From an optimization exercise on the open Yosys and OpenROAD flow, aimed at a short achievable clock period and few clock cycles; shortcuts taken in it are not production practice.
Where RTL was checked, it was by simulation tests only, not by an equivalence proof against the original.
No functional check of the RTL was part of run 5.
Power figures rest on the tool's default switching activity, not on a simulated workload.

### flow/config.mk
export PLATFORM = sky130hd
export DESIGN_NAME = cpu_top
export DESIGN_NICKNAME = cpu_top
export VERILOG_FILES = /design/flow/design.v
export SDC_FILE = /design/flow/constraint.sdc
export NUM_CORES = 4
export LEC_CHECK = 0
export ABC_CLOCK_PERIOD_IN_PS = 2000
export CAP_MARGIN = 20
export CORE_MARGIN = 2
export CORE_UTILIZATION = 60
export SETUP_SLACK_MARGIN = 3.0
export SLEW_MARGIN = 20
### flow/constraint.sdc
create_clock -name core_clock -period 5.0 [get_ports {clk}]
set_input_delay 1.0000 -clock core_clock [delete_from_list [all_inputs] [get_ports {clk}]]
set_output_delay 1.0000 -clock core_clock [all_outputs]
set_load 0.01 [all_outputs]
### flow/design.v
package cpu_pkg;
	typedef logic [16-1:0] addr_t;
	typedef logic [8-1:0] data_t;
	typedef logic [3:0] nibble_t;
	typedef logic [3:0] reg_sel_t;
	typedef enum logic [3:0] {
		GRP_IDL_LDN, GRP_INC, GRP_DEC, GRP_SBR,
		GRP_LDA, GRP_STR, GRP_IO, GRP_CTRL,
		GRP_GLO, GRP_GHI, GRP_PLO, GRP_PHI,
		GRP_LBR, GRP_SEP, GRP_SEX, GRP_ALU
	} op_group_t;
	typedef enum logic [1:0] {
		ST_FETCH,
		ST_EXEC,
		ST_MEM_WAIT,
		ST_IDLE
	} core_state_t;
	typedef enum logic [3:0] {
		ALU_PASS, ALU_OR, ALU_AND, ALU_XOR, ALU_ADD,
		ALU_SD, ALU_SHR, ALU_SM, ALU_SHL
	} alu_op_t;
endpackage
module cpu_alu (
	input  cpu_pkg::data_t op,
	input  cpu_pkg::data_t d,
	input  cpu_pkg::data_t b,
	input  logic df,
	output cpu_pkg::data_t result,
	output logic df_out
);
	logic [8:0] sum;
	always_comb begin
		result = b;
		df_out = df;
		sum = '0;
		if (op[7:4] == 4'hF) begin
			case (op[2:0])
				3'd1: result = d | b;
				3'd2: result = d & b;
				3'd3: result = d ^ b;
				3'd4: begin
					sum = {1'b0, d} + {1'b0, b};
					{df_out, result} = sum;
				end
				3'd5: begin
					sum = {1'b0, b} + {1'b0, ~d} + 9'd1;
					{df_out, result} = sum;
				end
				3'd7: begin
					sum = {1'b0, d} + {1'b0, ~b} + 9'd1;
					{df_out, result} = sum;
				end
				default: result = b;
			endcase
		end
	end
endmodule
module qspi_rom_reader (
	input  logic clk,
	input  logic rst,
	input  logic go,
	input  cpu_pkg::addr_t addr,
	input  cpu_pkg::nibble_t rom_din,
	output logic rom_cs_n,
	output logic rom_sclk,
	output cpu_pkg::nibble_t rom_dout,
	output cpu_pkg::nibble_t rom_oe_n,
	output cpu_pkg::data_t data,
	output logic ev    
);
	logic act;
	logic [4:0] tc;
	cpu_pkg::nibble_t din_q;
	cpu_pkg::nibble_t hi_r;
	logic ready;
	logic t28;
	assign ready = !act || t28;
	assign data = {hi_r, din_q};
	always_ff @(posedge clk) begin
		din_q <= rom_din;
		if (tc == 5'd25)
			hi_r <= din_q;
	end
	always_ff @(posedge clk) begin
		if (rst) begin
			ev <= 1'b0;
			t28 <= 1'b0;
			act <= 1'b0;
			tc <= 5'd0;
			rom_cs_n <= 1'b1;
			rom_sclk <= 1'b0;
			rom_dout <= 4'h0;
			rom_oe_n <= 4'hF;
		end else if (ready) begin
			ev <= 1'b0;
			t28 <= 1'b0;
			rom_sclk <= 1'b0;
			tc <= 5'd0;
			if (go) begin
				act <= 1'b1;
				rom_cs_n <= 1'b0;
				rom_oe_n <= 4'h0;
				rom_dout <= 4'h0;
			end else begin
				act <= 1'b0;
				rom_cs_n <= 1'b1;
			end
		end else begin
			tc <= tc + 5'd1;
			ev <= tc == 5'd26;
			t28 <= tc == 5'd27;
			rom_sclk <= (tc == 5'd27) ? 1'b0 : ~rom_sclk;
			if (tc == 5'd27)
				rom_cs_n <= 1'b1;
			if (tc == 5'd15)
				rom_oe_n <= 4'hF;
			case (tc)
				5'd3, 5'd4: rom_dout <= addr[15:12];
				5'd5, 5'd6: rom_dout <= addr[11:8];
				5'd7, 5'd8: rom_dout <= addr[7:4];
				5'd9, 5'd10: rom_dout <= addr[3:0];
				5'd11, 5'd12: rom_dout <= 4'b1010;
				5'd13, 5'd14: rom_dout <= 4'b0101;
				default: rom_dout <= 4'h0;
			endcase
		end
	end
endmodule
module mem_ctrl (
	input  logic clk,
	input  logic rst,
	input  logic [15:0] row,
	input  logic [7:0] we_col,
	input  logic [2:0] col,
	input  cpu_pkg::data_t wdata,
	input  logic re,
	input  logic tag,
	output cpu_pkg::data_t rdata,
	output logic rv,
	output logic rtag
);
	cpu_pkg::data_t ram [0:127];
	cpu_pkg::data_t m1 [0:7];
	cpu_pkg::data_t m1_d [0:7];
	logic [2:0] col1;
	logic v1;
	logic tag1;
	always_ff @(posedge clk) begin
		for (int j = 0; j < 8; j++)
			for (int i = 0; i < 16; i++)
				if (we_col[j] && row[i])
					ram[j * 16 + i] <= wdata;
	end
	always_comb begin
		for (int j = 0; j < 8; j++) begin
			m1_d[j] = '0;
			for (int i = 0; i < 16; i++)
				m1_d[j] = m1_d[j] | (ram[j * 16 + i] & {8{row[i]}});
		end
	end
	always_ff @(posedge clk) begin
		for (int j = 0; j < 8; j++)
			m1[j] <= m1_d[j];
		col1 <= col;
		tag1 <= tag;
		rdata <= m1[col1];
		rtag <= tag1;
	end
	always_ff @(posedge clk) begin
		if (rst) begin
			v1 <= 1'b0;
			rv <= 1'b0;
		end else begin
			v1 <= re;
			rv <= v1;
		end
	end
endmodule
module cpu_core (
	input  logic clk,
	input  logic rst,
	input  cpu_pkg::nibble_t ef_n,
	output logic q,
	output logic go,
	output cpu_pkg::addr_t fa,
	input  logic ev,
	input  cpu_pkg::data_t fbyte,
	output logic [15:0] ra_row,
	output logic [7:0] ra_wcol,
	output logic [2:0] ra_col,
	output cpu_pkg::data_t rwd,
	output logic rre,
	output logic rrtag,
	input  cpu_pkg::data_t rdat,
	input  logic rv,
	input  logic rvtag
);
	function automatic logic [15:0] oh16(input logic [3:0] v);
		oh16 = 16'd1 << v;
	endfunction
	function automatic logic [7:0] oh8(input logic [2:0] v);
		oh8 = 8'd1 << v;
	endfunction
	cpu_pkg::addr_t regs [0:15];
	logic [15:0] p_oh;      
	logic [15:0] idx1_oh;   
	logic [15:0] wsel;      
	cpu_pkg::addr_t wdat;
	cpu_pkg::addr_t rd_s, rd_t;
	cpu_pkg::data_t d;
	logic df, dz;
	cpu_pkg::reg_sel_t p, x;
	cpu_pkg::nibble_t ef_meta, ef;
	cpu_pkg::data_t ir;
	cpu_pkg::data_t b;
	cpu_pkg::addr_t t, s;
	logic gone;        
	logic exp_opnd;    
	logic alu_go;      
	logic alu_go2;     
	cpu_pkg::data_t alu_res, alu_res_r;
	logic alu_df, alu_df_r;
	logic st_wait, st_ex1, st_ex2, st_fetch, st_fl1, st_apw, st_nxt0, st_wb, st_halt;
	logic f_idl, f_br, f_str, f_req, f_seq, f_glo, f_ghi, f_plo, f_phi, f_inc, f_dec;
	logic f_sep, f_sex, f_shr, f_shl, f_ldop, f_incw, use_x, use_p, use_n, rd;
	logic n15, eq_np, a_go, b_go;
	logic x15, tinc15;
	logic e_rdf, e_rdr, e_str, e_wb, e_apw, e_glo, e_ghi, e_shr, e_shl, e_seq, e_req;
	logic e_sex, e_sep, e_brnt, e_fa_s, e_ra_s;
	logic e_wd_tinc, e_wd_sinc, e_wd_sdec, e_wd_plo, e_wd_phi;
	logic [15:0] e_wsel;
	cpu_pkg::data_t ob;
	logic opc_ev, opnd_ev, ram_opnd;
	logic [3:0] on, og;
	logic cond, taken_d, rd_d, o_ldn, o_lda, o_ldxa, o_alux, o_imm, o_br, o_sep;
	logic o_nmod, o_idl, o_other;
	logic [15:0] b15;
	assign opnd_ev = ev && exp_opnd;
	assign opc_ev = st_wait && ((ev && !exp_opnd) || (rv && rvtag));
	assign ram_opnd = rv && !rvtag;
	assign ob = ev ? fbyte : rdat;
	assign on = ob[3:0];
	assign og = ob[7:4];
	always_comb begin
		for (int i = 0; i < 16; i++)
			b15[i] = regs[i][15];
	end
	always_comb begin
		rd_s = '0;
		rd_t = '0;
		for (int i = 0; i < 16; i++) begin
			rd_s = rd_s | (regs[i] & {16{idx1_oh[i]}});
			rd_t = rd_t | (regs[i] & {16{p_oh[i]}});
		end
	end
	always_comb begin
		case (on[2:0])
			3'd0: cond = 1'b1;
			3'd1: cond = q;
			3'd2: cond = dz;
			3'd3: cond = df;
			default: cond = ef[on[1:0]];
		endcase
		taken_d = cond ^ on[3];
		o_idl = ob == 8'h00;
		o_ldn = og == 4'h0 && on != 4'h0;
		o_lda = og == 4'h4;
		o_ldxa = ob == 8'h72;
		o_alux = og == 4'hF && !on[3] && on != 4'h6;
		o_imm = og == 4'hF && on[3] && on != 4'hE;
		o_br = og == 4'h3;
		o_sep = og == 4'hD;
		o_nmod = og == 4'h1 || og == 4'h2 || og == 4'hA || og == 4'hB;
		rd_d = o_ldn || o_lda || o_ldxa || o_alux || o_imm || (o_br && taken_d);
		o_other = !rd_d && !o_idl && !o_sep && !o_br && !(o_nmod && on == p);
	end
	always_comb begin
		case (1'b1)
			st_ex1: go = a_go || (b_go && !n15);
			st_fl1: go = !t[15];
			st_fetch: go = !gone && !t[15];
			default: go = 1'b0;
		endcase
	end
	cpu_alu i_alu (
		.op     (ir),
		.d      (d),
		.b      (b),
		.df     (df),
		.result (alu_res),
		.df_out (alu_df)
	);
	cpu_pkg::addr_t s_inc, s_dec, t_inc;
	assign s_inc = s + 16'd1;
	assign s_dec = s - 16'd1;
	assign t_inc = t + 16'd1;
	always_ff @(posedge clk) begin
		for (int i = 0; i < 16; i++) begin
			if (rst && i == 0)
				regs[i] <= 16'h0000;
			else if (!rst && wsel[i])
				regs[i] <= wdat;
		end
	end
	always_ff @(posedge clk) begin
		ef_meta <= ~ef_n;
		ef <= ef_meta;
		x15 <= b15[x];
		tinc15 <= t[15] ^ (&t[14:0]);
		dz <= d == 8'h00;
		alu_res_r <= alu_res;
		alu_df_r <= alu_df;
		wdat <= ((st_fetch || (st_ex2 && e_wd_tinc)) ? t_inc : 16'h0)
			| ((st_ex2 && e_wd_sinc) ? s_inc : 16'h0)
			| ((st_ex2 && e_wd_sdec) ? s_dec : 16'h0)
			| ((st_ex2 && e_wd_plo) ? {s[15:8], d} : 16'h0)
			| ((st_ex2 && e_wd_phi) ? {d, s[7:0]} : 16'h0);
		rwd <= d;
		if (st_ex1)
			s <= rd_s;
		if (opc_ev) begin
			ir <= ob;
			f_idl <= o_idl;
			f_br <= o_br;
			f_str <= og == 4'h5;
			f_req <= ob == 8'h7A;
			f_seq <= ob == 8'h7B;
			f_glo <= og == 4'h8;
			f_ghi <= og == 4'h9;
			f_plo <= og == 4'hA;
			f_phi <= og == 4'hB;
			f_inc <= og == 4'h1;
			f_dec <= og == 4'h2;
			f_sep <= o_sep;
			f_sex <= og == 4'hE;
			f_shr <= ob == 8'hF6;
			f_shl <= ob == 8'hFE;
			f_ldop <= o_ldn || o_lda || o_ldxa || o_alux || o_imm;
			f_incw <= o_lda || o_ldxa || o_imm;
			use_x <= o_ldxa || o_alux;
			use_p <= o_imm || o_br;
			use_n <= !(o_ldxa || o_alux || o_imm || o_br);
			rd <= rd_d;
			idx1_oh <= oh16((o_ldxa || o_alux) ? x : on);
			n15 <= ev ? b15[fbyte[3:0]] : b15[rdat[3:0]];
			eq_np <= on == p;
			a_go <= !o_idl && (((o_ldn || o_lda || o_imm || (o_br && taken_d)) && !t[15])
				|| ((o_ldxa || o_alux) && (!x15 || !t[15]))
				|| (o_br && !taken_d && !tinc15)
				|| (o_other && !t[15]));
			b_go <= o_ldn || o_lda || o_sep;
		end
		if (st_ex1) begin
			e_rdf <= rd && !(use_x ? x15 : use_p ? t[15] : n15);
			e_rdr <= rd && (use_x ? x15 : use_p ? t[15] : n15);
			e_apw <= rd && (use_x ? x15 : use_p ? t[15] : n15) && !go;
			e_fa_s <= !use_p;
			e_str <= f_str;
			e_ra_s <= f_str || !use_p;
			e_wb <= (f_inc || f_dec || f_plo || f_phi) && eq_np;
			e_glo <= f_glo;
			e_ghi <= f_ghi;
			e_shr <= f_shr;
			e_shl <= f_shl;
			e_seq <= f_seq;
			e_req <= f_req;
			e_sex <= f_sex;
			e_sep <= f_sep;
			e_brnt <= f_br && !rd;
			e_wd_tinc <= rd && f_incw && use_p;
			e_wd_sinc <= (rd && f_incw && !use_p) || f_inc;
			e_wd_sdec <= f_dec;
			e_wd_plo <= f_plo;
			e_wd_phi <= f_phi;
			e_wsel <= (rd && f_incw) ? (use_p ? p_oh : idx1_oh) :
				(f_inc || f_dec || f_plo || f_phi) ? idx1_oh : 16'h0;
		end
	end
	always_ff @(posedge clk) begin
		if (rst) begin
			st_wait <= 1'b0;
			st_ex1 <= 1'b0;
			st_ex2 <= 1'b0;
			st_fetch <= 1'b1;
			st_fl1 <= 1'b0;
			st_apw <= 1'b0;
			st_nxt0 <= 1'b0;
			st_wb <= 1'b0;
			st_halt <= 1'b0;
			t <= 16'h0000;
			p <= '0;
			p_oh <= 16'd1;
			x <= '0;
			d <= '0;
			df <= 1'b0;
			q <= 1'b0;
			gone <= 1'b0;
			exp_opnd <= 1'b0;
			alu_go <= 1'b0;
			alu_go2 <= 1'b0;
			wsel <= '0;
			ra_wcol <= '0;
			rre <= 1'b0;
		end else begin
			st_wait <= (st_wait && !opc_ev && !opnd_ev) || st_fetch || (st_ex2 && e_rdf);
			st_ex1 <= opc_ev;
			st_ex2 <= st_ex1 && !f_idl;
			st_halt <= st_halt || (st_ex1 && f_idl);
			st_fetch <= (st_ex2 && !e_rdf && !e_apw && !e_wb) || st_fl1 || st_nxt0
				|| (st_apw && ram_opnd && f_br);
			st_fl1 <= st_wait && opnd_ev;
			st_apw <= (st_ex2 && e_apw) || (st_apw && !ram_opnd);
			st_wb <= st_ex2 && e_wb;
			st_nxt0 <= st_wb || (st_apw && ram_opnd && !f_br);
			alu_go <= 1'b0;
			if (opnd_ev) begin
				b <= fbyte;
				alu_go <= f_ldop;
			end else if (ram_opnd) begin
				b <= rdat;
				alu_go <= f_ldop;
			end
			alu_go2 <= alu_go;
			if (alu_go2) begin
				d <= alu_res_r;
				df <= alu_df_r;
			end
			if (st_wait && opnd_ev && f_br)
				t[7:0] <= fbyte;
			else if (st_apw && ram_opnd && f_br)
				t[7:0] <= rdat;
			else if (st_wait || st_nxt0)
				t <= rd_t;
			else if (st_ex2 && e_sep)
				t <= s;
			else if (st_ex2 && e_brnt)
				t <= t_inc;    
			wsel <= st_ex2 ? e_wsel : st_fetch ? p_oh : 16'h0;
			if (st_ex1)
				gone <= go;
			else if (st_fetch)
				gone <= 1'b0;
			else if (st_fl1)
				gone <= !t[15];
			if (st_fetch)
				exp_opnd <= 1'b0;
			else if (st_ex2 && e_rdf)
				exp_opnd <= 1'b1;
			if (st_fetch || (st_ex2 && e_rdf && !e_fa_s))
				fa <= t;
			else if (st_ex2 && e_rdf)
				fa <= s;
			ra_wcol <= (st_ex2 && e_str && s[15]) ? oh8(s[6:4]) : 8'h0;
			rre <= (st_ex2 && e_rdr) || (st_fetch && !gone && t[15]);
			if (st_ex2 && (e_rdr || e_str)) begin
				ra_row <= e_ra_s ? oh16(s[3:0]) : oh16(t[3:0]);
				ra_col <= e_ra_s ? s[6:4] : t[6:4];
				rrtag <= 1'b0;
			end else if (st_fetch) begin
				ra_row <= oh16(t[3:0]);
				ra_col <= t[6:4];
				rrtag <= 1'b1;
			end
			if (st_ex2) begin
				if (e_glo)
					d <= s[7:0];
				if (e_ghi)
					d <= s[15:8];
				if (e_shr) begin
					d <= {1'b0, d[7:1]};
					df <= d[0];
				end
				if (e_shl) begin
					d <= {d[6:0], 1'b0};
					df <= d[7];
				end
				if (e_seq)
					q <= 1'b1;
				if (e_req)
					q <= 1'b0;
				if (e_sex)
					x <= ir[3:0];
				if (e_sep) begin
					p <= ir[3:0];
					p_oh <= idx1_oh;
				end
			end
		end
	end
endmodule
module cpu_top (
	input  logic clk,
	input  logic rst_n,
	input  cpu_pkg::nibble_t ef_n,
	input  cpu_pkg::nibble_t rom_din,
	output logic q,
	output logic rom_cs_n,
	output logic rom_sclk,
	output cpu_pkg::nibble_t rom_dout,
	output cpu_pkg::nibble_t rom_oe_n
);
	logic rst;
	always_ff @(posedge clk)
		rst <= !rst_n;
	logic go;
	cpu_pkg::addr_t fa;
	logic ev;
	cpu_pkg::data_t fbyte;
	logic [15:0] ra_row;
	logic [7:0] ra_wcol;
	logic [2:0] ra_col;
	logic rre, rrtag, rv, rvtag;
	cpu_pkg::data_t rwd, rdat;
	cpu_core i_core (
		.clk   (clk),
		.rst   (rst),
		.ef_n  (ef_n),
		.q     (q),
		.go    (go),
		.fa    (fa),
		.ev    (ev),
		.fbyte (fbyte),
		.ra_row  (ra_row),
		.ra_wcol (ra_wcol),
		.ra_col  (ra_col),
		.rwd   (rwd),
		.rre   (rre),
		.rrtag (rrtag),
		.rdat  (rdat),
		.rv    (rv),
		.rvtag (rvtag)
	);
	qspi_rom_reader i_rom (
		.clk      (clk),
		.rst      (rst),
		.go       (go),
		.addr     (fa),
		.rom_din  (rom_din),
		.rom_cs_n (rom_cs_n),
		.rom_sclk (rom_sclk),
		.rom_dout (rom_dout),
		.rom_oe_n (rom_oe_n),
		.data     (fbyte),
		.ev       (ev)
	);
	mem_ctrl i_ram (
		.clk   (clk),
		.rst   (rst),
		.row    (ra_row),
		.we_col (ra_wcol),
		.col    (ra_col),
		.wdata (rwd),
		.re    (rre),
		.tag   (rrtag),
		.rdata (rdat),
		.rv    (rv),
		.rtag  (rvtag)
	);
endmodule
### flow/run.sh
#!/bin/bash
# synth_recipe.tcl (not shown) runs the flow's synth.tcl, then flattens the netlist and writes it again
# the make line also repeats each setting of config.mk as NAME=value (left out here)
make -C /OpenROAD-flow-scripts/flow DESIGN_CONFIG=/design/flow/config.mk WORK_HOME=/design/flow/orfs CLKGATE_MAP_FILE= SYNTH_SCRIPT=/design/flow/synth_recipe.tcl finish
==> results of run 1 <==
-- cell type report --
class / count / area, sq um
Timing Repair Buffer: 301 / 3030
Inverter: 66 / 286.5
Antenna cell: 2 / 5.005
Clock inverter: 88 / 728.2
Sequential cell: 1659 / 47520
Clock buffer: 219 / 4558
Fill cell: 7041 / 32020
Multi-Input combinational cell: 2203 / 17300
Tap cell: 1403 / 1755
-- power breakdown --
part	switching [mW]	total (mW)	leakage [nW]	internal [mW]
Combinational	0.512	0.812	7.37	0.300
Sequential	0.0973	15.0	15.1	14.9
Clock	5.26	12.0	2.60	6.77
Total	5.87	27.8	25.1	21.9
-- cells in the mapped netlist, drive strengths merged (15+ instances only) --
| master | count | area [sq um] |
|---|---|---|
| dfxtp | 246 | 4925 |
| nor3 | 30 | 155.1 |
| nor2 | 168 | 638.1 |
| o22ai | 15 | 93.84 |
| ha | 50 | 625.6 |
| nand3 | 52 | 265.3 |
| a211oi | 25 | 192.7 |
| nand4 | 114 | 713.2 |
| nor2b | 40 | 250.2 |
| edfxtp | 1413 | 42430 |
| mux2i | 44 | 456.7 |
| a21oi | 109 | 545.5 |
| and2 | 146 | 913.4 |
| a22o | 353 | 3092 |
| nand3b | 24 | 180.2 |
| a221oi | 349 | 3057 |
| o21ai | 97 | 485.5 |
| a31oi | 19 | 178.9 |
| inv | 64 | 240.2 |
| clkbuf | 282 | 1059 |
| mux2 | 36 | 416.7 |
| buf | 36 | 192.7 |
| xnor2 | 17 | 156.4 |
| nand2 | 170 | 638.1 |
| a22oi | 93 | 698.2 |
-- through the flow --
step,instances,utilization
2_1_floorplan,4244,-
3_3_place_gp,5446,0.6225
3_5_place_dp,5446,0.6226
4_1_cts,5863,0.6888
5_1_grt,5939,0.7012
6_report,5941,0.7013
-- worst max path at each step --
stage                            from                  end  slack (ns)  cells after the start
after CTS                    i_core.q                    q        2.66                      1
after global placement       i_rom.ev          i_core.a_go        1.93                      7
after floorplan           i_core.b[0]  i_core.alu_res_r[6]        2.87                      8
after global routing         i_rom.ev          i_core.a_go        2.58                      9
after detailed placement     i_rom.ev          i_core.a_go        1.88                      7
final                     i_core.b[0]  i_core.alu_res_r[6]        2.63                     10
-- what timing repair did --
item | CTS | global route
pin swaps | 30 | 77
buffers inserted | 110 | 74
gates resized for setup | 292 | 142
endpoints found under the setup margin | 850 | 296
cloned | 0 | 2
-- flip-flops by register name, summed over array words and instances (netlist names), 5 cells and up --
register and count:
i_core.alu_res_r 8, i_core.b 8, i_core.d 8, i_core.e_wsel 16
i_core.fa 16, i_core.idx1_oh 16, i_core.ir 8, i_core.p_oh 16
i_core.ra_row 16, i_core.ra_wcol 8, i_core.regs 256, i_core.rwd 8
i_core.s 16, i_core.t 16, i_core.wdat 16, i_core.wsel 16
i_ram.m1 64, i_ram.ram 1024, i_ram.rdata 8, i_rom.tc 5
-- critical path: stages (launching register included) --
cell and delay [ns]:
edfxtp_1 0.48, buf_6 0.15, inv_4 0.03, ha_4 0.16, fa_2 0.36, o21ba_4 0.24, o21bai_4 0.19, a211oi_2 0.10
xnor2_1 0.16, a221oi_2 0.27, o21ai_1 0.09
-- logic make-up (layout without fill, tap and decap cells) --
kind of cell	count (synthesis)	after routing
other	0	2
buffers and inverters	384	674
adder cells (fa/ha/maj)	53	53
flip-flops	1659	1659
XOR/XNOR	28	28
AND/OR/NAND/NOR	822	824
multiplexers	92	92
AO/OA/AOI/OAI	1206	1206
-- routing by layer --
layer  GRT usage  up-vias  routed length (um)
met1      0.4778    21302               73640
met4      0.1732        2               11430
met3     0.06058      669               20950
met2      0.5517     2969               92980
met5           0        -                  16
li1            -    17537                   -
==> out/results.ini, run 1 <==
[critical_path]
path_class=flop to flop
crit_path_max_fanout=4
end_kind=flop
required_ns=5.64
arrival_ns=3.01
r2r_end=i_core.alu_res_r[6]
r2r_setup_slack_ns=2.63
setup.worst_path.start_class=flop
rr_worst_depth=10
r2r-start=i_core.b[0]

[global_route]
grt_max_degree=89
grt_usage=0.3508
antenna_found_initial=3
first_global_vias=40908
grt_pass1_wl_mm=282.5
overflow=0

[finish]
syn_to_final_growth_pct=15.83
final_cell_mix=1413 x edfxtp_1, 353 x a22o_1, 331 x a221oi_1
final_area_sq_um=75180
final_common_cell=edfxtp_1
nets=4459
drive_gt1_frac=0.1881

[synthesis]
synth.distinct_cells=95
yosys_warnings=9
synth_xor_xnor_area_share=0.003894
yosys-mux-area-fraction=0.01762
syn_area_sq_um=64910
synthFlopType=edfxtp_1
synth_edf_count=1413
avgSynthCellArea_sq_um=15.29
yosys.area_share.simple=0.06676
synthCells=4244
synth_adder_area_share=0.01056
ys_seq_area_frac=0.7296
ys_seq_elements=1659
synth_compound_area_frac=0.1485
synth_top_family_by_area=compound AO/OA/AOI/OAI gates
syn_nets=4307
synth-async-reset-ratio=0

[timing]
rsz0062_at_grt=yes
tightestPinTransition_ns=0.9817
setup_slack_ns=2.626
maxSlewViolCount=0
hold_viol=0
relSlewSlack=0.3456
post-route-period-util=0.4749
min_period_ns=2.374
finalSetupViolCount=0
fin_tns_setup_ns=0
max_freq_mhz=421.2
hold_ws_ns=0.3251
skew_ns=0.02959

[clock_tree]
clk_latency_ns=0.79
clk_path_buf_depth=3
clkTransAtPathRegs_ns=0.06
cts.htree.levels=4
cts_buffers=165
cts-root-buf=clkbuf_16
ctsHoldBuffers=0
cts.sinks=1659
cts_tree=built

[placed_design]
gp_congestion=0.9357
detailed_place_hpwl_mm=114.9
io_buffers=20
place_worst_setup_slack_ns=1.875
placed_cell_area_sq_um=66740

[die]
initial_core_util=0.6055
coreArea_sq_um=107200
dieArea_sq_um=110800
io-pin-count=21
rows=120
dieHeight_um=332.9
die_w_um=332.9

[status]
status=complete, no violations

[detailed_routing]
vias=42479
wl_mm=199.0
drc_errors=0
drtIter0Drc=6554
detail-route-antenna-nets=0
via_per_inst=7.150
wl_per_cell_um=33.50
first_pass_iters=8

[power]
leakage_nw=25.07
power.total_mw=27.81
ir_drop_mv=0.4100
p_per_area_nw_per_um2=369.8

[min_path]
hold_start=i_core.ef_meta[1]
hold_path_class=flop to flop
holdPathStages=0
worstHoldEndpoint=i_core.ef[1]

[flow_run]
drv_cap=0

Testbench counts, summed over its fixed seeds: cycles 1,075,645.
==> inputs of run 2 (changes only) <==
--- a/flow/config.mk
+++ b/flow/config.mk
@@ -8,6 +8,7 @@
 export ABC_CLOCK_PERIOD_IN_PS = 2000
 export CAP_MARGIN = 20
 export CORE_MARGIN = 2
-export CORE_UTILIZATION = 60
+export CORE_UTILIZATION = 70
+export PLACE_DENSITY = 0.78
 export SETUP_SLACK_MARGIN = 3.0
 export SLEW_MARGIN = 20
==> run 2 against run 1 <==
Against the previous run:
- clock skew grew 0.0035 ns
- combinational power shrank 0.6%
- flip-flop and latch count is the same
- via count grew 2.7%
- sequential power is essentially flat
- critical endpoint is now i_core.a_go
==> out/results.ini, run 2 <==
[status]
status=complete, no violations

[finish]
final_common_cell=edfxtp_1
syn_to_final_growth_pct=15.61
multi_input_area_sq_um=17270
final_cell_mix=1413 x edfxtp_1, 353 x a22o_1, 323 x a221oi_1
regArea_sq_um=47550
largest_register_ffs=1024
top_regs=i_ram.ram (1024), i_core.regs (256), i_ram.m1 (64)
top_register=i_ram.ram
drive_gt1_frac=0.1919
nets=4471
fill_cells=4521
finish.utilization=0.8174

[timing]
skew_ns=0.03305
relSlewSlack=0.3254
fin_tns_setup_ns=0
post-route-period-util=0.4697
maxSlewViolCount=0
setup_slack_ns=2.652
rsz0062_at_grt=yes
max_freq_mhz=425.8
tightestPinTransition_ns=1.010
min_period_ns=2.348
hold_viol=0
finalSetupViolCount=0

[global_route]
use_met2=0.6248
grt_usage=0.4017
grt_pass1_wl_mm=275.0
overflow=0
top_usage_layer=met2
grt_max_degree=82
grt.met1_usage=0.5391
antenna_found_initial=7
use_met3=0.08768
first_global_vias=41022

[critical_path]
arrival_ns=2.86
path_class=flop to flop
end_kind=flop
r2r_end=i_core.a_go
r2r-start=i_rom.ev
cp-startpoint=i_rom.ev
rr_worst_depth=8
required_ns=5.51
r2r_setup_slack_ns=2.65
crit_path_max_fanout=6
setup.worst_path.start_class=flop
cp-endpoint=i_core.a_go

[die]
coreArea_sq_um=91800
die_w_um=308.5
dieHeight_um=308.5
io-pin-count=21
rows=111
initial_core_util=0.7070
dieArea_sq_um=95180

[synthesis]
avgSynthCellArea_sq_um=15.29
yosysTopAreaCell=edfxtp_1
ys_seq_area_frac=0.7296
synth_edf_count=1413
synthCells=4244
syn_area_sq_um=64910
yosys_warnings=9
synthFlopType=edfxtp_1
netlist_top_cells_count=1413 x edfxtp_1, 353 x a22o_1, 349 x a221oi_1
synth_area_leaders=edfxtp_1 65%, dfxtp_1 7.6%, a22o_1 4.8%, a221oi_1 4.7%, clkbuf_1 1.6%
syn_nets=4307
netlist.area_leader.share=0.6537
synth.distinct_cells=95
synth-async-reset-ratio=0
ys_seq_elements=1659
yosys.cell_count.top_type=edfxtp_1

[detailed_routing]
vias=43641
wl_mm=194.7
first_pass_iters=9
wl_per_cell_um=33.66
via_per_inst=7.545
drc_errors=0
detail-route-antenna-nets=0
drtIter0Drc=7626

[flow_run]
drv_cap=0

[clock_tree]
cts.sinks=1659
clkTransAtPathRegs_ns=0.06
clk_path_buf_depth=3
cts_tree=built
cts_buffers=159
cts.htree.levels=4
clk_latency_ns=0.79
cts-root-buf=clkbuf_16

[placed_design]
detailed_place_hpwl_mm=109.4
place_worst_setup_slack_ns=1.876
gp_congestion=0.9830
io_buffers=20

[min_path]
hold_start=i_ram.tag1
hold_path_class=flop to flop

[power]
leakage_nw=25.17
ir_drop_mv=0.3726
p_per_area_nw_per_um2=373.1

## run 2: cell counts after synthesis
Identical to the previous run, type by type.
## run 2: final cells by class
| cell class | count | share of cell area |
|---|---|---|
| clock inverter | 65 | 0.01024 |
| clock buffer | 228 | 0.06086 |
| inverter | 66 | 0.003835 |
| timing repair inverter | 1 | 0.00006670 |
| sequential | 1659 | 0.6336 |
| timing repair buffer | 320 | 0.04042 |
| tap | 1243 | 0.02073 |
| multi-input combinational | 2201 | 0.2302 |
| antenna | 1 | 0.00003335 |
## run 2: cells by family (layout without fill, tap and decap cells)
group                    Yosys count  count (layout)  synth area share
XOR/XNOR                          28              28          0.003894
AO/OA/AOI/OAI                   1206            1206            0.1485
AND/OR/NAND/NOR                  822             822           0.06676
other                              0               1                 0
multiplexers                      92              92           0.01762
flip-flops                      1659            1659            0.7296
adder cells (fa/ha/maj)           53              53           0.01056
buffers and inverters            384             680           0.02311
## run 2: stage by stage
stage	instance area (sq um)	std cells	power (mW)	hold slack, ns
floorplan	65040	4244	15.66	0.3096
global placement	66420	5287	15.93	0.3115
detailed placement	66420	5287	15.94	0.3151
CTS	73440	5681	27.89	0.3292
global route	75040	5783	28.50	0.3396
finish	75040	5784	27.99	0.3276
## run 2: worst max-delay path, cell delays in order, from the launching register on
cell	delay, ns
dfxtp_4	0.43
buf_6	0.16
and3b_2	0.24
o22ai_2	0.10
a2111o_1	0.56
clkinv_4	0.13
a311o_1	0.12
a311oi_1	0.08
a221o_1	0.28
## run 2: report_power, final
part           switching (mW)  total, mW  internal, mW
registers               0.102       15.0          14.9
clock network            5.16       12.2          7.06
logic                   0.511      0.807         0.296
total                    5.77       28.0          22.2
## run 2: how the worst min path moves through the flow
stage	slack (ns)	depth (start not counted)	end
2_1_floorplan	0.31	0	i_core.ef[0]
3_3_place_gp	0.31	0	i_ram.rtag
3_5_place_dp	0.32	0	i_ram.rtag
4_1_cts	0.33	0	i_ram.rtag
5_1_grt	0.34	0	i_ram.rtag
6_report	0.33	0	i_ram.rtag
## run 2: what timing repair did
| item | 4_1_cts | 5_1_grt |
|---|---|---|
| pin swaps | 32 | 64 |
| hold buffers | 0 | 0 |
| gates resized for setup | 273 | 169 |
| setup buffers | 100 | 101 |
| cloned | 1 | 1 |
| endpoints found under the setup margin | 554 | 311 |
| hold endpoints to repair | 0 | 0 |
## run 2: routing by layer
layer	up-vias	share of wire
met5	-	0.00042
met4	12	0.067
met3	955	0.13
met2	3974	0.46
met1	21157	0.34
li1	17543	-
==> inputs of run 3 (changes only) <==
--- a/flow/design.v
+++ b/flow/design.v
@@ -21,38 +21,39 @@
 	} alu_op_t;
 endpackage
 module cpu_alu (
+	input  logic clk,
+	input  logic go,
 	input  cpu_pkg::data_t op,
 	input  cpu_pkg::data_t d,
 	input  cpu_pkg::data_t b,
-	input  logic df,
-	output cpu_pkg::data_t result,
-	output logic df_out
+	output cpu_pkg::data_t res,
+	output logic df_out,
+	output logic df_we
 );
+	logic is_f;
+	cpu_pkg::data_t a1, b1, lg1;
+	logic c1, ar1;
 	logic [8:0] sum;
-	always_comb begin
-		result = b;
-		df_out = df;
-		sum = '0;
-		if (op[7:4] == 4'hF) begin
-			case (op[2:0])
-				3'd1: result = d | b;
-				3'd2: result = d & b;
-				3'd3: result = d ^ b;
-				3'd4: begin
-					sum = {1'b0, d} + {1'b0, b};
-					{df_out, result} = sum;
-				end
-				3'd5: begin
-					sum = {1'b0, b} + {1'b0, ~d} + 9'd1;
-					{df_out, result} = sum;
-				end
-				3'd7: begin
-					sum = {1'b0, d} + {1'b0, ~b} + 9'd1;
-					{df_out, result} = sum;
-				end
-				default: result = b;
-			endcase
+	assign is_f = op[7:4] == 4'hF;
+	assign sum = {1'b0, a1} + {1'b0, b1} + {8'h00, c1};
+	always_ff @(posedge clk) begin
+		if (go) begin
+			a1 <= (is_f && op[2:0] == 3'd5) ? ~d : d;    
+			b1 <= (is_f && op[2:0] == 3'd7) ? ~b : b;    
+			c1 <= is_f && (op[2:0] == 3'd5 || op[2:0] == 3'd7);
+			ar1 <= is_f && (op[2:0] == 3'd4 || op[2:0] == 3'd5 || op[2:0] == 3'd7);
+			if (is_f && op[2:0] == 3'd1)
+				lg1 <= d | b;
+			else if (is_f && op[2:0] == 3'd2)
+				lg1 <= d & b;
+			else if (is_f && op[2:0] == 3'd3)
+				lg1 <= d ^ b;
+			else
+				lg1 <= b;
 		end
+		res <= ar1 ? sum[7:0] : lg1;
+		df_out <= sum[8];
+		df_we <= ar1;
 	end
 endmodule
 module qspi_rom_reader (
@@ -61,6 +62,8 @@
 	input  logic go,
 	input  cpu_pkg::addr_t addr,
 	input  cpu_pkg::nibble_t rom_din,
+	input  logic inj,                   
+	input  cpu_pkg::data_t inj_byte,    
 	output logic rom_cs_n,
 	output logic rom_sclk,
 	output cpu_pkg::nibble_t rom_dout,
@@ -77,8 +80,10 @@
 	assign ready = !act || t28;
 	assign data = {hi_r, din_q};
 	always_ff @(posedge clk) begin
-		din_q <= rom_din;
-		if (tc == 5'd25)
+		din_q <= inj ? inj_byte[3:0] : rom_din;
+		if (inj)
+			hi_r <= inj_byte[7:4];
+		else if (tc == 5'd25)
 			hi_r <= din_q;
 	end
 	always_ff @(posedge clk) begin
@@ -92,7 +97,7 @@
 			rom_dout <= 4'h0;
 			rom_oe_n <= 4'hF;
 		end else if (ready) begin
-			ev <= 1'b0;
+			ev <= inj;
 			t28 <= 1'b0;
 			rom_sclk <= 1'b0;
 			tc <= 5'd0;
@@ -107,7 +112,7 @@
 			end
 		end else begin
 			tc <= tc + 5'd1;
-			ev <= tc == 5'd26;
+			ev <= tc == 5'd26 || inj;
 			t28 <= tc == 5'd27;
 			rom_sclk <= (tc == 5'd27) ? 1'b0 : ~rom_sclk;
 			if (tc == 5'd27)
@@ -185,6 +190,7 @@
 	output cpu_pkg::addr_t fa,
 	input  logic ev,
 	input  cpu_pkg::data_t fbyte,
+	output logic inj,
 	output logic [15:0] ra_row,
 	output logic [7:0] ra_wcol,
 	output logic [2:0] ra_col,
@@ -218,8 +224,9 @@
 	logic exp_opnd;    
 	logic alu_go;      
 	logic alu_go2;     
-	cpu_pkg::data_t alu_res, alu_res_r;
-	logic alu_df, alu_df_r;
+	logic alu_go3;     
+	cpu_pkg::data_t alu_res;
+	logic alu_df, alu_df_we;
 	logic st_wait, st_ex1, st_ex2, st_fetch, st_fl1, st_apw, st_nxt0, st_wb, st_halt;
 	logic f_idl, f_br, f_str, f_req, f_seq, f_glo, f_ghi, f_plo, f_phi, f_inc, f_dec;
 	logic f_sep, f_sex, f_shr, f_shl, f_ldop, f_incw, use_x, use_p, use_n, rd;
@@ -236,9 +243,10 @@
 	logic o_nmod, o_idl, o_other;
 	logic [15:0] b15;
 	assign opnd_ev = ev && exp_opnd;
-	assign opc_ev = st_wait && ((ev && !exp_opnd) || (rv && rvtag));
+	assign inj = rv && rvtag;
+	assign opc_ev = st_wait && ev && !exp_opnd;
 	assign ram_opnd = rv && !rvtag;
-	assign ob = ev ? fbyte : rdat;
+	assign ob = fbyte;
 	assign on = ob[3:0];
 	assign og = ob[7:4];
 	always_comb begin
@@ -283,12 +291,14 @@
 		endcase
 	end
 	cpu_alu i_alu (
+		.clk    (clk),
+		.go     (alu_go),
 		.op     (ir),
 		.d      (d),
 		.b      (b),
-		.df     (df),
-		.result (alu_res),
-		.df_out (alu_df)
+		.res    (alu_res),
+		.df_out (alu_df),
+		.df_we  (alu_df_we)
 	);
 	cpu_pkg::addr_t s_inc, s_dec, t_inc;
 	assign s_inc = s + 16'd1;
@@ -308,8 +318,6 @@
 		x15 <= b15[x];
 		tinc15 <= t[15] ^ (&t[14:0]);
 		dz <= d == 8'h00;
-		alu_res_r <= alu_res;
-		alu_df_r <= alu_df;
 		wdat <= ((st_fetch || (st_ex2 && e_wd_tinc)) ? t_inc : 16'h0)
 			| ((st_ex2 && e_wd_sinc) ? s_inc : 16'h0)
 			| ((st_ex2 && e_wd_sdec) ? s_dec : 16'h0)
@@ -342,7 +350,7 @@
 			use_n <= !(o_ldxa || o_alux || o_imm || o_br);
 			rd <= rd_d;
 			idx1_oh <= oh16((o_ldxa || o_alux) ? x : on);
-			n15 <= ev ? b15[fbyte[3:0]] : b15[rdat[3:0]];
+			n15 <= b15[on];
 			eq_np <= on == p;
 			a_go <= !o_idl && (((o_ldn || o_lda || o_imm || (o_br && taken_d)) && !t[15])
 				|| ((o_ldxa || o_alux) && (!x15 || !t[15]))
@@ -398,6 +406,7 @@
 			exp_opnd <= 1'b0;
 			alu_go <= 1'b0;
 			alu_go2 <= 1'b0;
+			alu_go3 <= 1'b0;
 			wsel <= '0;
 			ra_wcol <= '0;
 			rre <= 1'b0;
@@ -421,9 +430,11 @@
 				alu_go <= f_ldop;
 			end
 			alu_go2 <= alu_go;
-			if (alu_go2) begin
-				d <= alu_res_r;
-				df <= alu_df_r;
+			alu_go3 <= alu_go2;
+			if (alu_go3) begin
+				d <= alu_res;
+				if (alu_df_we)
+					df <= alu_df;
 			end
 			if (st_wait && opnd_ev && f_br)
 				t[7:0] <= fbyte;
@@ -505,6 +516,7 @@
 	logic go;
 	cpu_pkg::addr_t fa;
 	logic ev;
+	logic inj;
 	cpu_pkg::data_t fbyte;
 	logic [15:0] ra_row;
 	logic [7:0] ra_wcol;
@@ -520,6 +532,7 @@
 		.fa    (fa),
 		.ev    (ev),
 		.fbyte (fbyte),
+		.inj   (inj),
 		.ra_row  (ra_row),
 		.ra_wcol (ra_wcol),
 		.ra_col  (ra_col),
@@ -536,6 +549,8 @@
 		.go       (go),
 		.addr     (fa),
 		.rom_din  (rom_din),
+		.inj      (inj),
+		.inj_byte (rdat),
 		.rom_cs_n (rom_cs_n),
 		.rom_sclk (rom_sclk),
 		.rom_dout (rom_dout),
==> run 3 against run 2 <==
Against the previous run:
- maximum frequency fell by 0.54%
- critical path depth is 6 lower
- utilization shrank 1.6 points
- flip-flop and latch count rose by 28
- register-to-register slack better by 0.25 ns
- still clean on timing, DRC and antenna
- sequential share of layout area grew 2.2 points
- first-iteration DRC count up 6.7%
- synthesized cell count is 1.1% lower
- global-route usage fell by 1.1 points
- cell count decreased by 1.9%
- die area increased by 0.21%
- power shrank 0.10%
==> out/results.ini, run 3 <==
[critical_path]
arrival_ns=1.36
crit_slowest_cell=dfxtp_4
required_ns=4.00
setup.worst_path.start_class=flop
r2r_setup_slack_ns=2.90
crit_family=flip-flops
end_kind=output port
crit_top_cell=buf_6
path_class=flop to output port
cpPeakStageDelay_ns=0.36
crit_buf_inv=2
crit_path_max_fanout=5
crit_chain=buf_6 -> buf_6

[die]
die_w_um=308.8
initial_core_util=0.7075
coreArea_sq_um=91940
io-pin-count=21
dieHeight_um=308.8
dieArea_sq_um=95370
rows=111

[global_route]
grt_pass1_wl_mm=268.7
grt_usage=0.3912
first_global_vias=40167
grt_max_degree=87
antenna_found_initial=6
overflow=0

[synthesis]
synthCells=4197
netlist_top_cells_count=1439 x edfxtp_1, 351 x a22o_1, 334 x a221oi_1
synth-async-reset-ratio=0
syn_area_sq_um=65040
yosys.cell_count.top_type=edfxtp_1
ys_seq_area_frac=0.7407
avgSynthCellArea_sq_um=15.50
yosys_warnings=9
netlist.area_leader.share=0.6643
synth.distinct_cells=84
synth_edf_count=1439
synth_area_leaders=edfxtp_1 66%, dfxtp_1 7.6%, a22o_1 4.7%, a221oi_1 4.5%, and2_1 1.4%
yosysTopAreaCell=edfxtp_1
ys_seq_elements=1687
syn_nets=4250
synthFlopType=edfxtp_1

[clock_tree]
cts.sinks=1687
clk_path_buf_depth=3
cts_tree=built
clkTransAtPathRegs_ns=0.06
clk_latency_ns=0.78
cts.htree.levels=4
cts-root-buf=clkbuf_16
cts_buffers=160
ctsHoldBuffers=0

[detailed_routing]
drtIter0Drc=8134
wl_per_cell_um=33.46
via_per_inst=7.556
vias=42888
detail-route-antenna-nets=0
drc_errors=0
first_pass_iters=9
wl_mm=189.9

[finish]
final_common_cell=edfxtp_1
top_regs=i_ram.ram (1024), i_core.regs (256), i_ram.m1 (64)
drive_gt1_frac=0.1593
final_cell_mix=1439 x edfxtp_1, 351 x a22o_1, 325 x a221oi_1
nets=4346
fin_cells=5676
top_register=i_ram.ram
syn_to_final_growth_pct=13.28
fill_cells=4714
largest_register_ffs=1024

[min_path]
hold_path_class=flop to flop

[timing]
max_freq_mhz=423.5
tightestPinTransition_ns=1.055
rsz0062_at_grt=yes
finalSetupViolCount=0
post-route-period-util=0.4722
relSlewSlack=0.2966
maxSlewViolCount=0
min_period_ns=2.361
hold_viol=0
skew_ns=0.01907
fin_tns_setup_ns=0

[placed_design]
detailed_place_hpwl_mm=106.6
dp.cells=5248
io_buffers=20
gp_congestion=0.9541

[power]
ir_drop_mv=0.3224
leakage_nw=22.67
p_per_area_nw_per_um2=379.5

[status]
status=complete, no violations

[flow_run]
drv_cap=0

## run 3: changes by cell type after synthesis, sizes merged, moves of 21 or more
cell | previous run | this run
buf | 36 | 78
edfxtp | 1413 | 1439
nor2 | 168 | 143
o21ai | 97 | 118
clkbuf | 282 | 233
## run 3: metal layers
layer | vias to the layer above | GRT usage | routed length [um]
met3 | 755 | 0.1147 | 28860
met2 | 3943 | 0.5798 | 84760
met4 | 4 | 0.1544 | 8963
met5 | - | 0 | 38
met1 | 20977 | 0.5552 | 67300
li1 | 17209 | - | -
## run 3: final timing paths
check                                       start         endpoint  depth (start not counted)
worst max-delay path            i_rom.rom_oe_n[2]      rom_oe_n[0]                          2
worst min-delay path            i_core.ef_meta[1]     i_core.ef[1]                          0
worst max register to register        i_core.s[0]  i_core.wdat[11]                          7
worst min register to register  i_core.ef_meta[1]     i_core.ef[1]                          0
## run 3: power breakdown
group,internal [mW],total (mW),switching [mW]
Sequential,15.1,15.2,0.0817
Clock,6.77,12.1,5.33
Combinational,0.246,0.678,0.433
Total,22.1,28.0,5.84
## run 3: worst register-to-register path, stage by stage (launching register included)
cell	delay [ns]
edfxtp_1	0.49
buf_6	0.18
nor4_4	0.25
nand4_1	0.19
nor3_2	0.17
xnor2_1	0.14
o221ai_1	0.13
a221o_1	0.39
## run 3: through the flow
stage	utilization	setup WS, ns	hold WS, ns	total power [mW]	area (sq um)
2_1_floorplan	-	3.007	0.3096	15.82	65080
3_3_place_gp	0.7230	2.134	0.3126	16.06	66470
3_5_place_dp	0.7230	2.042	0.3164	16.07	66470
4_1_cts	0.7919	2.587	0.3323	27.89	72800
5_1_grt	0.8013	2.602	0.3437	28.44	73680
6_report	0.8014	2.639	0.3334	27.96	73680
## run 3: cell type report
type | count | area, sq um | area share
sequential | 1687 | 48300 | 0.6555
multi-input combinational | 2142 | 16070 | 0.2181
tap | 1243 | 1555 | 0.02111
antenna | 2 | 5.005 | 0.00006793
timing repair inverter | 1 | 5.005 | 0.00006793
inverter | 58 | 226.5 | 0.003074
clock buffer | 215 | 4434 | 0.06018
timing repair buffer | 243 | 2276 | 0.03089
clock inverter | 85 | 809.5 | 0.01099
## run 3: what timing repair did
item                                    CTS  global route
endpoints found under the setup margin  770           352
gates resized for setup                 178           121
pin swaps                                10            45
buffers inserted                         73            51
cloned                                    1             1
## run 3: cells by family after synthesis
kind of cell               after synthesis  synth area share
AOI/OAI and AO/OA                     1158            0.1401
muxes                                   89           0.01691
DFF                                   1687            0.7407
and+or+nand+nor                        808           0.06523
adders and majority gates               43          0.008502
xor gates and xnor gates                43          0.005790
buffers and inverters                  369           0.02276
Testbench counts of run 3, summed over its fixed seeds: cycles 1,075,645.
==> inputs of run 4 (changes only) <==
--- a/flow/config.mk
+++ b/flow/config.mk
@@ -9,6 +9,8 @@
 export CAP_MARGIN = 20
 export CORE_MARGIN = 2
 export CORE_UTILIZATION = 70
+export CTS_CLUSTER_DIAMETER = 60
+export CTS_CLUSTER_SIZE = 30
 export PLACE_DENSITY = 0.78
 export SETUP_SLACK_MARGIN = 3.0
 export SLEW_MARGIN = 20
==> run 4 against run 3 <==
Against the previous run:
- synthesized cell count stayed put
- critical path type unchanged
- highest routed layer unchanged
- count of clock-buffer cells in the layout is 109 lower
- sequential share of layout area is 1.5 points higher
- flip-flop and latch count stayed put
- routed wire length is 2.8% lower
==> out/results.ini, run 4 <==
[finish]
syn_to_final_growth_pct=10.70
final_area_sq_um=72000
final_cell_mix=1439 x edfxtp_1, 351 x a22o_1, 327 x a221oi_1
nets=4288
drive_gt1_frac=0.1503
top_regs=i_ram.ram (1024), i_core.regs (256), i_ram.m1 (64)
fill_cells=4944
final_common_cell=edfxtp_1
largest_register_ffs=1024
top_register=i_ram.ram

[clock_tree]
ctsHoldBuffers=0
clk_latency_ns=0.73
clk_path_buf_depth=3
cts_buffers=96
cts.htree.levels=3
clkTransAtPathRegs_ns=0.09
cts_tree=built
cts.sinks=1687
cts-root-buf=clkbuf_16

[timing]
skew_ns=0.04338
min_period_ns=2.283
tightestPinTransition_ns=1.047
finalSetupViolCount=0
relSlewSlack=0.3022
hold_viol=0
fin_tns_setup_ns=0
max_freq_mhz=438.1
maxSlewViolCount=0
post-route-period-util=0.4565
rsz0062_at_grt=yes

[critical_path]
cp-endpoint=rom_oe_n[2]
r2r-start=i_core.i_alu.a1[0]
cp-startpoint=i_rom.rom_oe_n[2]
rr_worst_depth=10
r2r_end=i_core.i_alu.res[6]
required_ns=4.00
path_class=flop to output port
arrival_ns=1.28
r2r_setup_slack_ns=2.82
setup.worst_path.start_class=flop
end_kind=output port
crit_path_max_fanout=4

[synthesis]
syn_nets=4250
synth_edf_count=1439
yosys.cell_count.top_type=edfxtp_1
synthCells=4197
synth.distinct_cells=84
avgSynthCellArea_sq_um=15.50
syn_area_sq_um=65040
yosysTopAreaCell=edfxtp_1
yosys_warnings=9
synth_area_leaders=edfxtp_1 66%, dfxtp_1 7.6%, a22o_1 4.7%, a221oi_1 4.5%, and2_1 1.4%
synthFlopType=edfxtp_1
synth-async-reset-ratio=0
netlist.area_leader.share=0.6643
ys_seq_area_frac=0.7407
netlist_top_cells_count=1439 x edfxtp_1, 351 x a22o_1, 334 x a221oi_1
ys_seq_elements=1687

[detailed_routing]
wl_per_cell_um=33.18
drc_errors=0
via_per_inst=7.577
wl_mm=184.6
vias=42168
detail-route-antenna-nets=0
first_pass_iters=8
drtIter0Drc=8044

[die]
rows=111
dieHeight_um=308.8
coreArea_sq_um=91940
die_w_um=308.8
initial_core_util=0.7075
io-pin-count=21
dieArea_sq_um=95370

[status]
status=complete, no violations

[power]
ir_drop_mv=0.3965
power.total_mw=25.04
leakage_nw=21.83
p_per_area_nw_per_um2=347.8

[placed_design]
placed_cell_area_sq_um=66470
io_buffers=20
detailed_place_hpwl_mm=106.6
gp_congestion=0.9541

[global_route]
grt_usage=0.3805
overflow=0
first_global_vias=38954
antenna_found_initial=6
grt_pass1_wl_mm=262.6
grt_max_degree=87

[min_path]
hold_path_class=flop to flop

[flow_run]
drv_cap=0

-- run 4: cell counts after synthesis --
No cell type changed its count.
-- run 4: through the flow --
step                      std cells  setup slack, ns  hold slack [ns]  utilization
after global routing           5562            2.689           0.3516       0.7831
final                          5565            2.717           0.3367       0.7831
after detailed placement       5248            2.042           0.3164       0.7230
after global placement         5248            2.134           0.3126       0.7230
after floorplan                4197            3.007           0.3096            -
after CTS                      5516            2.683           0.3395       0.7741
-- run 4: per-layer routing --
metal  vias up  wire, um  global-route usage
met5         -        60                   0
li1      17057         -                   -
met1     20708     65470              0.5487
met3       723     28430             0.09921
met4        10      8744              0.1409
met2      3670     81950              0.5686
-- run 4: final cells by class --
type,count,area (sq um),area share
repair buffers,249,2336,0.03244
clock buffers,106,2512,0.03489
diodes,3,7.507,0.0001043
flip-flops and latches,1687,48300,0.6708
inverters,58,226.5,0.003145
clock inverters,76,987.2,0.01371
well taps,1243,1555,0.02160
multi-input cells,2142,16070,0.2232
repair inverters,1,5.005,0.00006951
-- run 4: cells by family (layout without fill, tap and decap cells) --
family / after synthesis / count (layout) / synth area share
compound gates: 1158 / 1159 / 0.1401
xor+xnor: 43 / 43 / 0.005790
fa+ha+maj: 43 / 43 / 0.008502
buf+inv: 369 / 490 / 0.02276
flops: 1687 / 1687 / 0.7407
mux: 89 / 89 / 0.01691
other cells: 0 / 3 / 0
simple gates: 808 / 808 / 0.06523
-- run 4: report_power, final --
group | leakage [nW] | internal, mW | switching [mW]
Clock | 1.69 | 4.07 | 5.14
Combinational | 6.80 | 0.244 | 0.425
Sequential | 13.3 | 15.1 | 0.0816
Total | 21.8 | 19.4 | 5.64
-- run 4: how the worst min path moves through the flow --
| stage | slack (ns) | depth (start not counted) | start | to |
|---|---|---|---|---|
| floorplan | 0.31 | 0 | i_core.ef_meta[0] | i_core.ef[0] |
| global placement | 0.31 | 0 | i_core.ef_meta[0] | i_core.ef[0] |
| detailed placement | 0.32 | 0 | i_core.ef_meta[1] | i_core.ef[1] |
| CTS | 0.34 | 0 | i_core.ef_meta[1] | i_core.ef[1] |
| global route | 0.35 | 0 | i_ram.tag1 | i_ram.rtag |
| finish | 0.34 | 0 | i_core.ef_meta[1] | i_core.ef[1] |
-- run 4: critical path, cell delays in order (launching register included) --
cell	delay, ns
dfxtp_4	0.37
buf_6	0.12
buf_6	0.11
-- run 4: timing repair --
| item | in CTS | in global routing |
|---|---|---|
| buffers inserted | 85 | 44 |
| endpoints found under the setup margin | 784 | 341 |
| pin swaps | 23 | 48 |
| gates resized for setup | 191 | 108 |
| cloned | 1 | 2 |
==> inputs of run 5 (changes only) <==
--- a/flow/design.v
+++ b/flow/design.v
@@ -31,11 +31,13 @@
 	output logic df_we
 );
 	logic is_f;
-	cpu_pkg::data_t a1, b1, lg1;
-	logic c1, ar1;
-	logic [8:0] sum;
+	cpu_pkg::data_t a1, b1, lg1, lg2;
+	logic c1, ar1, ar2, c2;
+	logic [3:0] a2, b2, s2;
+	logic [4:0] sum_lo, sum_hi;
 	assign is_f = op[7:4] == 4'hF;
-	assign sum = {1'b0, a1} + {1'b0, b1} + {8'h00, c1};
+	assign sum_lo = {1'b0, a1[3:0]} + {1'b0, b1[3:0]} + {4'h0, c1};
+	assign sum_hi = {1'b0, a2} + {1'b0, b2} + {4'h0, c2};
 	always_ff @(posedge clk) begin
 		if (go) begin
 			a1 <= (is_f && op[2:0] == 3'd5) ? ~d : d;    
@@ -51,9 +53,15 @@
 			else
 				lg1 <= b;
 		end
-		res <= ar1 ? sum[7:0] : lg1;
-		df_out <= sum[8];
-		df_we <= ar1;
+		a2 <= a1[7:4];
+		b2 <= b1[7:4];
+		c2 <= sum_lo[4];
+		s2 <= sum_lo[3:0];
+		lg2 <= lg1;
+		ar2 <= ar1;
+		res <= ar2 ? {sum_hi[3:0], s2} : lg2;
+		df_out <= sum_hi[4];
+		df_we <= ar2;
 	end
 endmodule
 module qspi_rom_reader (
@@ -99,26 +107,19 @@
 		end else if (ready) begin
 			ev <= inj;
 			t28 <= 1'b0;
-			rom_sclk <= 1'b0;
 			tc <= 5'd0;
-			if (go) begin
-				act <= 1'b1;
-				rom_cs_n <= 1'b0;
-				rom_oe_n <= 4'h0;
-				rom_dout <= 4'h0;
-			end else begin
-				act <= 1'b0;
-				rom_cs_n <= 1'b1;
-			end
+			act <= go;
+			rom_cs_n <= !go;
+			rom_sclk <= 1'b0;
+			rom_oe_n <= go ? 4'h0 : 4'hF;
+			rom_dout <= 4'h0;
 		end else begin
 			tc <= tc + 5'd1;
 			ev <= tc == 5'd26 || inj;
 			t28 <= tc == 5'd27;
-			rom_sclk <= (tc == 5'd27) ? 1'b0 : ~rom_sclk;
-			if (tc == 5'd27)
-				rom_cs_n <= 1'b1;
-			if (tc == 5'd15)
-				rom_oe_n <= 4'hF;
+			rom_cs_n <= tc == 5'd27;
+			rom_sclk <= !tc[0];
+			rom_oe_n <= (tc >= 5'd15) ? 4'hF : 4'h0;
 			case (tc)
 				5'd3, 5'd4: rom_dout <= addr[15:12];
 				5'd5, 5'd6: rom_dout <= addr[11:8];
@@ -224,7 +225,8 @@
 	logic exp_opnd;    
 	logic alu_go;      
 	logic alu_go2;     
-	logic alu_go3;     
+	logic alu_go3;
+	logic alu_go4;     
 	cpu_pkg::data_t alu_res;
 	logic alu_df, alu_df_we;
 	logic st_wait, st_ex1, st_ex2, st_fetch, st_fl1, st_apw, st_nxt0, st_wb, st_halt;
@@ -407,6 +409,7 @@
 			alu_go <= 1'b0;
 			alu_go2 <= 1'b0;
 			alu_go3 <= 1'b0;
+			alu_go4 <= 1'b0;
 			wsel <= '0;
 			ra_wcol <= '0;
 			rre <= 1'b0;
@@ -431,7 +434,8 @@
 			end
 			alu_go2 <= alu_go;
 			alu_go3 <= alu_go2;
-			if (alu_go3) begin
+			alu_go4 <= alu_go3;
+			if (alu_go4) begin
 				d <= alu_res;
 				if (alu_df_we)
 					df <= alu_df;
==> run 5 against run 4 <==
Against the previous run:
- power grew 2.2%
- largest power group unchanged
- non-clock buffer count increased by 18
- cell count rose by 0.29%
==> out/results.ini, run 5 <==
[finish]
syn_to_final_growth_pct=11.71
fill_cells=5014
nets=4294
final_common_cell=edfxtp_1
final_cell_mix=1439 x edfxtp_1, 349 x a22o_1, 319 x a221oi_1
final_area_sq_um=73120
largest_register_ffs=1024
drive_gt1_frac=0.1618
multi_input_area_sq_um=16280
top_register=i_ram.ram
finish.utilization=0.7859
top_regs=i_ram.ram (1024), i_core.regs (256), i_ram.m1 (64)
regArea_sq_um=48770

[placed_design]
placed_cell_area_sq_um=67030
detailed_place_hpwl_mm=109.9
io_buffers=20
gp_congestion=0.9796

[min_path]
hold_path_class=flop to flop

[timing]
hold_viol=0
post-route-period-util=0.4494
rsz0062_at_grt=yes
min_period_ns=2.247
fin_tns_setup_ns=0
finalSetupViolCount=0
max_freq_mhz=445.0
tightestPinTransition_ns=1.070
skew_ns=0.03873
hold_ws_ns=0.3387
relSlewSlack=0.2864
maxSlewViolCount=0

[synthesis]
ys_seq_elements=1709
netlist.area_leader.share=0.6601
yosys.cell_count.top_type=edfxtp_1
netlist_top_cells_count=1439 x edfxtp_1, 349 x a22o_1, 332 x a221oi_1
yosys_warnings=9
avgSynthCellArea_sq_um=15.62
synth-async-reset-ratio=0
ys_seq_area_frac=0.7427
syn_area_sq_um=65460
synth_area_leaders=edfxtp_1 66%, dfxtp_1 8.3%, a22o_1 4.7%, a221oi_1 4.4%, clkbuf_1 1.7%
synthCells=4192
synth_edf_count=1439
synth.distinct_cells=72
syn_nets=4246
synthFlopType=edfxtp_1
yosysTopAreaCell=edfxtp_1

[detailed_routing]
first_pass_iters=9
wl_mm=187.0
drtIter0Drc=6766
via_per_inst=7.513
detail-route-antenna-nets=0
vias=41928
drc_errors=0
wl_per_cell_um=33.51

[global_route]
overflow=0
grt_max_degree=93
first_global_vias=39192
antenna_found_initial=4
grt_usage=0.3843
grt_pass1_wl_mm=265.9

[clock_tree]
clk_latency_ns=0.75
cts.sinks=1709
ctsHoldBuffers=0
cts-root-buf=clkbuf_16
cts_buffers=98
clkTransAtPathRegs_ns=0.10
clk_path_buf_depth=3
cts_tree=built
cts.htree.levels=3

[power]
leakage_nw=25.79
p_per_area_nw_per_um2=350.0
power.total_mw=25.59
ir_drop_mv=0.3531

[critical_path]
arrival_ns=2.85
end_kind=flop
cpPeakStageDelay_ns=0.51
required_ns=5.60
crit_path_max_fanout=4
crit_family=simple AND/OR/NAND/NOR gates
crit_chain=inv_4 -> ha_4 -> or3b_4 -> buf_6 -> or4_4 -> o211ai_1
crit_buf_inv=2
path_class=flop to flop
setup.worst_path.start_class=flop
crit_slowest_cell=edfxtp_1

[die]
rows=112
die_w_um=309.8
dieHeight_um=309.8
coreArea_sq_um=93050
io-pin-count=21
dieArea_sq_um=95980
initial_core_util=0.7035

[status]
status=complete, no violations

[flow_run]
drv_cap=0

==> run 5: cell types whose count changed in the layout (fill, tap and decap cells not counted), sizes merged, moves of 15 or more <==
| cell | change |
|---|---|
| nand3b | +17 |
| nand3 | -15 |
| mux2 | +17 |
| buf | +17 |
| o21ai | -26 |
| dfxtp | +22 |
| nor2 | -21 |
==> run 5: worst reg2reg max path, stage by stage (launching register included) <==
cell	delay [ns]
edfxtp_1	0.51
inv_4	0.11
ha_4	0.12
or3b_4	0.41
buf_6	0.15
or4_4	0.51
o211ai_1	0.32
==> run 5: path summary, 6_finish.rpt <==
check                                   startpoint                 end  slack [ns]  depth (start not counted)
worst max-delay path                   i_core.s[0]      i_core.wdat[8]        2.75                          6
worst min-delay path            i_core.i_alu.b1[5]  i_core.i_alu.b2[1]        0.34                          0
worst max register to register         i_core.s[0]      i_core.wdat[8]        2.75                          6
worst min register to register  i_core.i_alu.b1[5]  i_core.i_alu.b2[1]        0.34                          0
==> run 5: where the power goes <==
group | switching, mW | internal (mW)
combinational | 0.409 | 0.214
sequential | 0.110 | 15.3
clock | 5.36 | 4.22
total | 5.88 | 19.7
==> run 5: kinds of logic after synthesis <==
kind of cell	share of synthesized area
buffers and inverters	0.02190
multiplexers	0.01973
AO/OA/AOI/OAI	0.1376
flip-flops	0.7427
XOR/XNOR	0.005619
AND/OR/NAND/NOR	0.06346
adder cells (fa/ha/maj)	0.009022
==> run 5: timing repair <==
item / in CTS / in global routing
cloned: 1 / 1
pin swaps: 22 / 53
resized for setup: 188 / 126
buffers inserted: 107 / 40
endpoints found under the setup margin: 652 / 170
==> run 5: stage by stage <==
step                cells  setup WS, ns
floorplan            4192         2.751
global placement     5245         2.341
detailed placement   5245         2.304
CTS                  5539         2.715
global route         5580         2.719
finish               5581         2.753
==> run 5: metal layers <==
metal / global-route usage / share of wire
met1: 0.5278 / 0.35
met2: 0.5944 / 0.46
met3: 0.08149 / 0.13
met4: 0.1877 / 0.062
met5: 0 / 0.00014
==> run 5: layout make-up <==
| class | count | area share |
|---|---|---|
| Antenna cell | 1 | 0.00003422 |
| Clock buffer | 105 | 0.03506 |
| Clock inverter | 81 | 0.01614 |
| Inverter | 58 | 0.003148 |
| Multi-Input combinational cell | 2106 | 0.2227 |
| Sequential cell | 1709 | 0.6669 |
| Tap cell | 1254 | 0.02146 |
| Timing Repair Buffer | 267 | 0.03456 |

-- afterwards: timing with drivers on the ports --
The flow's constraints put no driver on any port. The routed layouts listed below were extracted and timed again, unchanged, in two steps.
Step 1: set_driving_cell puts a clkbuf_16 on clk and a buf_2 on each other input, an assumption about the parent block.
Step 2, shift: input delay + t, output delay - t, t = (earliest + latest rising clock arrival at the registers) / 2. This alone moves slack from input paths to output paths.
Slacks: ideal / step 1 / step 2; pairs: ideal / step 1.
| run | shift t [ns] | slack for setup (ns) | worst hold slack (ns) |
|---|---|---|---|
| run 1 | 0.854 | 2.626 / 2.615 / 2.626 | 0.325 / 0.325 / 0.325 |
| run 2 | 0.848 | 2.652 / 2.652 / 2.652 | 0.328 / 0.328 / 0.328 |
| run 3 | 0.847 | 2.639 / 2.564 / 2.896 | 0.333 / 0.333 / 0.333 |
| run 4 | 0.784 | 2.717 / 2.639 / 2.816 | 0.337 / 0.337 / 0.337 |
| run 5 | 0.802 | 2.753 / 2.686 / 2.753 | 0.339 / 0.339 / 0.339 |
After both steps setup and hold are still met in every run listed.
